Context: an optimization exercise on an open-source flow, tuned for small area. The choices shown serve that exercise and are no tape-out recipe.
In this exercise RTL edits were held to simulation tests only and were not proved equivalent to the original.

## v2
==> flow/design.v (excerpt) <==
module arithmetic_unit
(
  input  logic        clk,
  input  logic        rst,
  input  logic [31:0] a,
  input  logic [31:0] b,
  input  logic [2:0]  op,
  output logic [63:0] out
);
Size in the first run: roughly 3900 cells after synthesis, roughly 64 flip-flops, roughly 32000 µm² of cells after synthesis.
Settings: LEC_CHECK=0, ABC_AREA=1, CAP_MARGIN=20, CORE_MARGIN=2, CORE_UTILIZATION=55, SLEW_MARGIN=20; clock period 18.0 ns.
standard.sh (not shown) runs the stock make flow with config.mk's settings and CLKGATE_MAP_FILE= SYNTH_SCRIPT=/design/flow/synth_recipe.tcl, a recipe that flattens the netlist after the stock synthesis.
==> flow/flow/run.sh <==
#!/bin/bash
# Own flow: the standard layout, except that Yosys's generic synthesis skips its
# early "abc -fast" pass (synth -noabc). That pass rewrites the full-adder logic in
# inverted forms, so extract_fa then leaves inverters between the adder cells; the final
# technology-mapping abc pass still runs. The flip-flops get back the names the standard
# synthesis gives them (flow/fixregs.py), so they pair with the reference by name.
# The final technology mapping uses flow/abc_area_map.script, an area-oriented ABC
# mapping (dch -f; map -a) in place of ORFS's abc_area.script (dch; map -B 0.9).
# Every input and output port still gets its buffer, a plain buf_1 instead of the delay
# cell that buffer_ports picks by default.
set -euo pipefail
W=$(pwd)
sed -e 's#^  log_cmd abc {\*}$abc_args#  log_cmd abc {*}[lreplace $abc_args 1 1 '"$W"'/flow/abc_area_map.script]#' \
  "$FLOW_HOME/scripts/synth.tcl" > flow_synth_main.tcl
grep -q abc_area_map.script flow_synth_main.tcl
sed -e 's/yosys synth -nofsm -noshare /yosys synth -nofsm -noshare -noabc /' \
  -e "s#source \$::env(SCRIPTS_DIR)/synth.tcl#source $W/flow_synth_main.tcl#" synth_recipe.tcl > flow_synth.tcl
grep -q flow_synth_main.tcl flow_synth.tcl
grep -q -- '-noabc' flow_synth.tcl
echo "exec python3 $W/flow/fixregs.py \$::env(RESULTS_DIR)/1_2_yosys.v" >> flow_synth.tcl
sed -e "s#$W/synth_recipe.tcl#$W/flow_synth.tcl#" standard.sh > flow_standard.sh
grep -q flow_synth.tcl flow_standard.sh
bash flow_standard.sh "BUFFER_PORTS_ARGS=-buffer_cell sky130_fd_sc_hd__buf_1" finish > flow_make.log 2>&1
==> flow/flow/abc_area_map.script <==
strash
dch -f
map -a
topo
stime -c
buffer -c
upsize -c
dnsize -c
==> flow/flow/fixregs.py <==
#!/usr/bin/env python3
"""Give each output flip-flop the name the standard synthesis gives it:
the flip-flop whose Q drives out[k] becomes \\out_q[k]$_SDFF_PP0_ ."""
import re
import sys

path = sys.argv[1]
text = open(path).read()
pat = re.compile(r'(sky130_fd_sc_hd__dfxtp_\d+\s+)(\\\S+\s|\S+)(\s*\((?:[^;]*?)\.Q\(out\[(\d+)\]\)\s*\);)', re.S)
names = set()
count = 0


def sub(m):
    global count
    k = int(m.group(4))
    new = "\\out_q[%d]$_SDFF_PP0_ " % k
    assert new not in names
    names.add(new)
    count += 1
    return m.group(1) + new + m.group(3)


text = pat.sub(sub, text)
open(path, "w").write(text)
print("fixregs: named %d flip-flops" % count)
v2 reached the end of the flow, and the finished layout is clean on the timing, DRC and antenna checks.
Modified inputs, v21 compared to v2
Settings: swapping 55 for 65 in CORE_UTILIZATION.
--- a/flow/flow/run.sh
+++ b/flow/flow/run.sh
@@ -7,2 +6,0 @@
-# The final technology mapping uses flow/abc_area_map.script, an area-oriented ABC
-# mapping (dch -f; map -a) in place of ORFS's abc_area.script (dch; map -B 0.9).
@@ -13,6 +11 @@
-sed -e 's#^  log_cmd abc {\*}$abc_args#  log_cmd abc {*}[lreplace $abc_args 1 1 '"$W"'/flow/abc_area_map.script]#' \
-  "$FLOW_HOME/scripts/synth.tcl" > flow_synth_main.tcl
-grep -q abc_area_map.script flow_synth_main.tcl
-sed -e 's/yosys synth -nofsm -noshare /yosys synth -nofsm -noshare -noabc /' \
-  -e "s#source \$::env(SCRIPTS_DIR)/synth.tcl#source $W/flow_synth_main.tcl#" synth_recipe.tcl > flow_synth.tcl
-grep -q flow_synth_main.tcl flow_synth.tcl
+sed -e 's/yosys synth -nofsm -noshare /yosys synth -nofsm -noshare -noabc /' synth_recipe.tcl > flow_synth.tcl
removed: flow/flow/abc_area_map.script
==> run summary <==
Relative to v2, first-pass GRT wire length increased by about 1.4% in v21. Summary — mux cell area share after synthesis, v21 relative to v2: lower, by 0.72 points. In the metrics for v21 and v2, the one carrying the higher starting density of the core is v21.

what the ideal ports hide:
How much do the figures lean on ideal ports? The routed layouts below were timed once more, with nothing changed but the port constraints.
Step 1 (the two cells are an assumption about what drives the block):
set clk [get_ports {clk}]
set_driving_cell -lib_cell sky130_fd_sc_hd__clkbuf_16 $clk
set_driving_cell -lib_cell sky130_fd_sc_hd__buf_2 [delete_from_list [all_inputs] $clk]
Step 2 adds t to the input delays and takes it off the output delays; t is the mean of the earliest and latest rising clock arrival at the registers after step 1. Input paths then give back, and output paths get back, about the clock's delay inside the block.
Three values: ideal ports, drivers, drivers and shift; two values: the first two.
run | shift t [ns] | setup WS [ns] | worst hold slack (ns) | worst register clock-pin slew, ns
v2 | 0.408 | 0.873 / 0.900 / 0.491 | 3.627 / 3.596 / 4.004 | 0.06 / 0.06
v21 | 0.367 | 1.190 / 1.187 / 0.820 | 3.874 / 3.889 / 4.001 | 0.06 / 0.06
After both steps setup and hold are still met in every run listed. For v2, which loses most, drivers alone change the setup slack by +0.027 ns; drivers and shift together by -0.382 ns.
